Source: an optimization exercise on an open RTL-to-GDS flow (aim: small area and few clock cycles). Production flows keep margins and buffers that such runs may drop. Function was checked by simulation only, so behaviour that the tests miss may differ from the original.

==> inputs of job 4915 <==
// phase_to_complex_transmission
module phase_to_complex_transmission #(
   parameter int unsigned CORDIC_STAGES = 18
) (
   input  logic                                 clock,
   input  logic                                 reset,
   input  logic                                 req_valid,
   output logic                                 req_ready,
   input  logic signed [ptc_pkg::SAMPLE_W-1:0]  req_sample,
   input  logic                                 req_last,
   output logic                                 rsp_valid,
   input  logic                                 rsp_ready,
   output logic signed [ptc_pkg::OUT_W-1:0]     rsp_real,
   output logic signed [ptc_pkg::OUT_W-1:0]     rsp_imag,
   output logic                                 rsp_last,
   input  logic                                 csr_valid,
   output logic                                 csr_ready,
   input  logic [ptc_pkg::CSR_INDEX_W-1:0]      csr_index,
   input  logic [ptc_pkg::CSR_DATA_W-1:0]       csr_wdata
);
Settings: LEC_CHECK=0, CAP_MARGIN=20, CORE_MARGIN=2, CORE_UTILIZATION=40, PLACE_DENSITY=0.6, SLEW_MARGIN=20; clock period 12.0 ns.
run.sh (not shown) runs the stock make flow with config.mk's settings and CLKGATE_MAP_FILE= SYNTH_SCRIPT=/design/flow/synth_recipe.tcl, a recipe that flattens the netlist after the stock synthesis.
==> job 5685: changes against job 4915 <==
--- a/flow/design.v
+++ b/flow/design.v
@@ -21,51 +21,48 @@
    localparam logic [32:0] TWO_PI_Q30      = 33'd6746518852;
    localparam logic signed [ANGLE_W-1:0] CORDIC_GAIN_Q30 = 32'sd652032874;
    localparam logic signed [OUT_W-1:0]   ONE_Q16         = 24'sd65536;
 endpackage
 module ptc_cordic_cell #(
    parameter int unsigned STAGE = 0
 ) (
    input  logic               dir,
-   input  logic               hold,
    input  logic signed [31:0] x_i,
    input  logic signed [31:0] y_i,
    output logic signed [31:0] x_o,
    output logic signed [31:0] y_o
 );
    logic signed [31:0] dx, dy;
    logic [32:0]        tx, ty;
    always_comb begin
       dx = y_i >>> STAGE;
       dy = x_i >>> STAGE;
       tx = {x_i, 1'b1} + {dx ^ {32{dir}}, dir};
-      ty = {y_i, 1'b1} + {(dy ^ {32{!dir}}) & {32{!hold}}, !dir && !hold};
+      ty = {y_i, 1'b1} + {dy ^ {32{!dir}}, !dir};
       x_o = tx[32:1];
       y_o = ty[32:1];
    end
 endmodule
 module ptc_xy_seg #(
    parameter int unsigned FIRST = 0,
    parameter int unsigned LAST  = 0
 ) (
    input  logic [17:0]        dir,
-   input  logic               hold,
    input  logic signed [31:0] x_i,
    input  logic signed [31:0] y_i,
    output logic signed [31:0] x_o,
    output logic signed [31:0] y_o
 );
    logic [LAST+1:FIRST][31:0] xs, ys;
    assign xs[FIRST] = x_i;
    assign ys[FIRST] = y_i;
    for (genvar k = FIRST; k <= LAST; k++) begin : g_step
       ptc_cordic_cell #(.STAGE(k)) u_cell (
-         .dir  (dir[k]),
-         .hold (hold),
+         .dir (dir[k]),
          .x_i (xs[k]),
          .y_i (ys[k]),
          .x_o (xs[k+1]),
          .y_o (ys[k+1])
       );
    end
    assign x_o = xs[LAST+1];
    assign y_o = ys[LAST+1];
@@ -105,62 +102,16 @@
             + {3'd0, q_u[17:0], 20'd0}
             + {~q_u[13:0], 27'd0}
             + {~q_u[9:0], 31'd0}
             + {~q_u[6:0], 34'd0}
             + {q_u[3:0], 37'd0}
             + {~q_u[1:0], 39'd0}
             + 41'd386108707089;
 endmodule
-module ptc_fold (
-   input  logic [40:0]        r,
-   output logic [31:0]        z,
-   output logic               neg
-);
-   localparam logic [40:0] U_T       = 41'd1531288834321;            
-   localparam logic [40:0] U_LO_J0   = 41'd775678722863;    
-   localparam logic [40:0] U_LO_J1   = 41'd991567326127;    
-   localparam logic [40:0] U_MID_J0  = 41'd1207455929408;    
-   localparam logic [40:0] U_MID_J1  = 41'd1423344532672;    
-   localparam logic [40:0] U_HI_J0   = 41'd1639233135953;    
-   localparam logic [40:0] U_HI_J1   = 41'd1855121739217;    
-   logic [40:0] ru;
-   logic        kp, km, j0, j1, e_p, e_m;
-   logic [31:0] c;
-   always_comb begin
-      ru  = {!r[40], r[39:0]};
-      kp  = r[40];                     
-      km  = !(ru < U_T);               
-      if (kp) begin
-         j0 = ru < U_LO_J0;
-         j1 = ru < U_LO_J1;
-      end else if (km) begin
-         j0 = ru < U_HI_J0;
-         j1 = ru < U_HI_J1;
-      end else begin
-         j0 = ru < U_MID_J0;
-         j1 = ru < U_MID_J1;
-      end
-      e_p = r[5:0] >= 6'd47;
-      e_m = r[5:0] < 6'd17;
-      case ({kp, km, j0, j1})
-         4'b1011: c = 32'h921fb544 + {31'd0, e_p};
-         4'b1001: c = 32'hc90fdaa2 + {31'd0, e_p};
-         4'b1000: c = {31'd0, e_p};
-         4'b0011: c = 32'h00000000;
-         4'b0001: c = 32'h36f0255e;
-         4'b0000: c = 32'h6de04abc;
-         4'b0111: c = 32'h6de04abc - {31'd0, e_m};
-         4'b0101: c = 32'ha4d0701a - {31'd0, e_m};
-         default: c = 32'hdbc09578 - {31'd0, e_m};
-      endcase
-      neg = !j0 && j1;
-      z = r[37:6] + c;
-   end
-endmodule
 module ptc_zchain #(
    parameter int unsigned FIRST = 0,
    parameter int unsigned LAST  = 4
 ) (
    input  logic [31:0]        z_i,       
    output logic [31:0]        z_o,       
    output logic [17:0]        dir_o      
 );
@@ -194,46 +145,16 @@
    end
    for (genvar j = 0; j < 18; j++) begin : g_zero
       if (j < FIRST || j > LAST) begin : g_z
          assign dir_o[j] = 1'b0;
       end
    end
    assign z_o = z[LAST+1];
 endmodule
-module ptc_mult (
-   input  logic signed [23:0] s,
-   input  logic [31:0]        c,
-   output logic [55:0]        p
-);
-   localparam logic [55:0] K_OFF = 56'haaaaaa00000000;
-   logic [24:0]           sx;         
-   logic [11:0][33:0]     row;
-   logic [11:0]           neg;
-   logic [11:0][55:0]     row_sh;
-   logic [55:0]           neg_bits;
-   assign sx = {s, 1'b0};
-   for (genvar i = 0; i < 12; i++) begin : g_row
-      logic one, two;
-      logic [33:0] mag;
-      assign one    = sx[2*i+1] ^ sx[2*i];
-      assign two    = (sx[2*i+2] & !sx[2*i+1] & !sx[2*i]) | (!sx[2*i+2] & sx[2*i+1] & sx[2*i]);
-      assign neg[i] = sx[2*i+2];
-      assign mag    = ({2'b00, c} & {34{one}}) | ({1'b0, c, 1'b0} & {34{two}});
-      assign row[i] = (mag ^ {34{neg[i]}}) ^ {1'b1, 33'd0};
-      assign row_sh[i] = 56'(row[i]) << (2 * i);
-   end
-   always_comb begin
-      neg_bits = '0;
-      for (int i = 0; i < 12; i++) neg_bits[2*i] = neg[i];
-   end
-   assign p = row_sh[0] + row_sh[1] + row_sh[2] + row_sh[3] + row_sh[4] + row_sh[5]
-            + row_sh[6] + row_sh[7] + row_sh[8] + row_sh[9] + row_sh[10] + row_sh[11]
-            + neg_bits - K_OFF;
-endmodule
 module ptc_cordic_table (
    input  logic [5:0]        sig,
    output logic signed [31:0] x,
    output logic signed [31:0] y
 );
    always_comb begin
       case (sig)
          6'd0: begin x = 32'hf6fdf4fb; y = 32'hc0a5cad2; end
@@ -348,121 +269,137 @@
             CSR_WEAK_MODE:   weak_mode_ff   <= csr_wdata[0];
             default: ;
          endcase
       end
    end
    assign advance   = !out_valid || rsp_ready;
    assign req_ready = advance;
    assign accept    = req_valid && advance;
-   logic [PROD_W-1:0]        prod;
+   logic signed [PROD_W:0]   prod_full;
    logic signed [PROD_W-1:0] s1_p;
    logic                     s1_v, s1_l, s1_w;
-   ptc_mult u_mult (
-      .s (req_sample),
-      .c (phase_scale_ff),
-      .p (prod)
-   );
+   assign prod_full = req_sample * $signed({1'b0, phase_scale_ff});
    logic [17:0]              q2;
    logic [40:0]              r2;
    logic signed [PROD_W-1:0] w_sum, w_shift;
-   logic signed [23:0]       weak2;
    logic [40:0]              s2_r;
+   logic signed [23:0]       s2_weak;
    logic                     s2_v, s2_l, s2_w;
    ptc_qest u_qest (
       .ph (s1_p[PROD_W-1:38]),
       .q  (q2)
    );
    ptc_rem u_rem (
       .p  (s1_p[40:0]),
       .q  (q2),
       .r  (r2)
    );
    always_comb begin
       w_sum   = s1_p + 56'sd524288;
       w_shift = w_sum >>> 20;
-      weak2   = sat_out(w_shift);
    end
-   logic [31:0]              z0, z2;
+   logic signed [40:0]       r4, m_val;
+   logic [32:0]              a5;
+   logic signed [33:0]       z_wide;
    logic                     neg3;
+   logic [31:0]              z2;
    logic [17:0]              dir_a;
    logic [31:0]              s3_z;
    logic [1:0]               s3_dir;
    logic                     s3_neg;
+   logic signed [23:0]       s3_weak;
    logic                     s3_v, s3_l, s3_w;
-   ptc_fold u_fold (
-      .r   (s2_r),
-      .z   (z0),
-      .neg (neg3)
-   );
+   always_comb begin
+      r4 = s2_r;
+      if (r4[40]) begin
+         m_val = r4 + $signed({2'b00, TWO_PI_Q36});
+      end else if (r4 >= $signed({2'b00, TWO_PI_Q36})) begin
+         m_val = r4 - $signed({2'b00, TWO_PI_Q36});
+      end else begin
+         m_val = r4;
+      end
+      a5 = m_val[38:6];
+      if (a5 < HALF_PI_Q30) begin
+         z_wide = $signed({1'b0, a5});
+         neg3   = 1'b0;
+      end else if (a5 < THREE_HALF_PI_Q30) begin
+         z_wide = $signed({1'b0, a5}) - $signed({1'b0, PI_Q30});
+         neg3   = 1'b1;
+      end else begin
+         z_wide = $signed({1'b0, a5}) - $signed({1'b0, TWO_PI_Q30});
+         neg3   = 1'b0;
+      end
+   end
    ptc_zchain #(.FIRST(0), .LAST(1)) u_z0 (
-      .z_i   (z0),
+      .z_i   (z_wide[31:0]),
       .z_o   (z2),
       .dir_o (dir_a)
    );
    logic [31:0]              z6;
    logic [17:0]              dir_b;
    logic [31:0]              s4_z;
    logic [5:0]               s4_dir;
    logic                     s4_neg;
+   logic signed [23:0]       s4_weak;
    logic                     s4_v, s4_l, s4_w;
    ptc_zchain #(.FIRST(2), .LAST(5)) u_z1 (
       .z_i   (s3_z),
       .z_o   (z6),
       .dir_o (dir_b)
    );
    logic [31:0]              z10;
    logic [17:0]              dir_c, dir5;
-   logic signed [31:0]       tx6, ty6, x6, y6, x9, y9;
+   logic signed [31:0]       x6, y6, x9, y9;
    logic signed [31:0]       s5_x, s5_y;
    logic [17:0]              s5_dir;
    logic                     s5_neg;
+   logic signed [23:0]       s5_weak;
    logic                     s5_v, s5_l, s5_w;
    ptc_zchain #(.FIRST(6), .LAST(9)) u_z2 (
       .z_i   (s4_z),
       .z_o   (z10),
       .dir_o (dir_c)
    );
    always_comb begin
       dir5 = dir_c | {12'd0, s4_dir};
       dir5[10] = !z10[21];
       for (int k = 11; k < 18; k++) dir5[k] = z10[31-k];
    end
    ptc_cordic_table u_table (
       .sig (s4_dir),
-      .x   (tx6),
-      .y   (ty6)
+      .x   (x6),
+      .y   (y6)
    );
-   assign x6 = s4_w ? {{8{s4_z[23]}}, s4_z[23:0]} : tx6;
-   assign y6 = s4_w ? 32'sd0 : ty6;
    ptc_xy_seg #(.FIRST(6), .LAST(8)) u_seg1 (
-      .dir (dir5), .hold (s4_w), .x_i (x6), .y_i (y6), .x_o (x9), .y_o (y9));
+      .dir (dir5), .x_i (x6), .y_i (y6), .x_o (x9), .y_o (y9));
    logic signed [31:0]       x12, y12, x15, y15;
    logic signed [31:0]       s6_x, s6_y, s7_x, s7_y;
    logic [17:0]              s6_dir, s7_dir;
    logic                     s6_neg, s7_neg;
+   logic signed [23:0]       s6_weak, s7_weak;
    logic                     s6_v, s6_l, s6_w, s7_v, s7_l, s7_w;
    ptc_xy_seg #(.FIRST(9), .LAST(11)) u_seg2 (
-      .dir (s5_dir), .hold (s5_w), .x_i (s5_x), .y_i (s5_y), .x_o (x12), .y_o (y12));
+      .dir (s5_dir), .x_i (s5_x), .y_i (s5_y), .x_o (x12), .y_o (y12));
    ptc_xy_seg #(.FIRST(12), .LAST(14)) u_seg3 (
-      .dir (s6_dir), .hold (s6_w), .x_i (s6_x), .y_i (s6_y), .x_o (x15), .y_o (y15));
+      .dir (s6_dir), .x_i (s6_x), .y_i (s6_y), .x_o (x15), .y_o (y15));
    logic signed [31:0]       xs18, ys18;
    logic signed [ANGLE_W:0]  c_sgn, s_sgn, c_rnd, s_rnd;
    logic signed [OUT_W-1:0]  fmt_re, fmt_im;
    logic [2*OUT_W:0]         out_ff;
    ptc_xy_seg #(.FIRST(15), .LAST(17)) u_seg4 (
-      .dir (s7_dir), .hold (s7_w), .x_i (s7_x), .y_i (s7_y), .x_o (xs18), .y_o (ys18));
+      .dir (s7_dir), .x_i (s7_x), .y_i (s7_y), .x_o (xs18), .y_o (ys18));
    always_comb begin
       c_sgn = s7_neg ? -$signed({xs18[31], xs18}) : $signed({xs18[31], xs18});
       s_sgn = s7_neg ? -$signed({ys18[31], ys18}) : $signed({ys18[31], ys18});
       c_rnd = (c_sgn + 33'sd8192) >>> 14;
       s_rnd = (s_sgn + 33'sd8192) >>> 14;
       if (s7_w) begin
          fmt_re = ONE_Q16;
-         fmt_im = xs18[23:0];
+         fmt_im = s7_weak;
       end else begin
          fmt_re = sat_out(PROD_W'(c_rnd));
          fmt_im = sat_out(PROD_W'(s_rnd));
       end
    end
    always_ff @(posedge clock) begin
       if (reset) begin
          s1_v <= 1'b0;
@@ -481,48 +418,54 @@
          s5_v <= s4_v;
          s6_v <= s5_v;
          s7_v <= s6_v;
          out_valid <= s7_v;
       end
    end
    always_ff @(posedge clock) begin
       if (advance) begin
-         s1_p    <= prod;
+         s1_p    <= prod_full[PROD_W-1:0];
          s1_l    <= req_last;
          s1_w    <= weak_mode_ff;
-         s2_r    <= s1_w ? {17'd0, weak2} : r2;
+         s2_r    <= r2;
+         s2_weak <= sat_out(w_shift);
          s2_l    <= s1_l;
          s2_w    <= s1_w;
-         s3_z    <= s2_w ? {8'd0, s2_r[23:0]} : z2;
+         s3_z    <= z2;
          s3_dir  <= dir_a[1:0];
          s3_neg  <= neg3;
+         s3_weak <= s2_weak;
          s3_l    <= s2_l;
          s3_w    <= s2_w;
-         s4_z    <= s3_w ? {8'd0, s3_z[23:0]} : z6;
+         s4_z    <= z6;
          s4_dir  <= dir_b[5:0] | {4'd0, s3_dir};
          s4_neg  <= s3_neg;
+         s4_weak <= s3_weak;
          s4_l    <= s3_l;
          s4_w    <= s3_w;
          s5_x    <= x9;
          s5_y    <= y9;
          s5_dir  <= dir5;
          s5_neg  <= s4_neg;
+         s5_weak <= s4_weak;
          s5_l    <= s4_l;
          s5_w    <= s4_w;
          s6_x    <= x12;
          s6_y    <= y12;
          s6_dir  <= s5_dir;
          s6_neg  <= s5_neg;
+         s6_weak <= s5_weak;
          s6_l    <= s5_l;
          s6_w    <= s5_w;
          s7_x    <= x15;
          s7_y    <= y15;
          s7_dir  <= s6_dir;
          s7_neg  <= s6_neg;
+         s7_weak <= s6_weak;
          s7_l    <= s6_l;
          s7_w    <= s6_w;
          out_ff  <= {fmt_re, fmt_im, s7_l};
       end
    end
    assign rsp_valid = out_valid;
    assign rsp_real  = out_ff[2*OUT_W:OUT_W+1];
    assign rsp_imag  = out_ff[OUT_W:1];
==> results.txt <==
| item | job 4915 | job 5685 |
|---|---|---|
| Run status | finished with violations | finished with violations |
| Violated checks | setup timing | setup timing |
| Total global-route track usage | 0.2631 | 0.2295 |
| Pin count of the biggest net entering global routing | 115 | 86 |
| Die Ht | 540.3 um | 543.8 um |
| Hold slack final | 391.3 ps | 329.2 ps |
| Total of warnings raised by yosys | 16 | 14 |
| Design Area, Final | 135200 sq um | 135100 sq um |
| Depth of the most critical reg-to-reg path | 50 | 59 |
| Clkbuf count | 88 | 101 |
| Synth Area per Inst | 7.712 sq um | 8.514 sq um |
| Cell Count Post-Placement | 19.33k | 18.25k |
| Layout Utilization | 0.4733 | 0.4653 |
| Met1 Resource Use GR | 0.3422 | 0.3209 |
| Detail Route met2 WL | 187.5 mm | 155.9 mm |
Testbench counts of job 4915, summed over its fixed seeds: cycles 8,064.
Testbench counts of job 5685, summed over its fixed seeds: cycles 8,064.

afterwards: timing with drivers on the ports:
The flow's constraints put no driver on any port. The routed layouts listed below were extracted and timed again, unchanged, in two steps. Step 1 (the two cells are an assumption about what drives the block):
set clk [get_ports {clock}]
set_driving_cell -lib_cell sky130_fd_sc_hd__clkbuf_16 $clk
set_driving_cell -lib_cell sky130_fd_sc_hd__buf_2 [delete_from_list [all_inputs] $clk]
Step 2 times the ports against the registers' clock, not the clock port: input delays grow and output delays shrink by t, the midpoint of the rising clock arrivals with the driver on. Three values: ideal ports, drivers, drivers and shift; two values: the first two.
| run | t (ns) | setup WS [ns] | worst setup path at the end | clock arrival spread, ns | worst register clock-pin slew, ns |
|---|---|---|---|---|---|
| job 4915 | 0.878 | -0.021 / -0.021 / -0.467 | input to register | 0.106 / 0.106 | 0.09 / 0.09 |
| job 5685 | 0.900 | -0.242 / -0.242 / -0.242 | register to register | 0.128 / 0.128 | 0.07 / 0.07 |
The setup slack of job 4915, which loses most, moves by 0.000 ns with the drivers and by -0.446 ns with both steps.
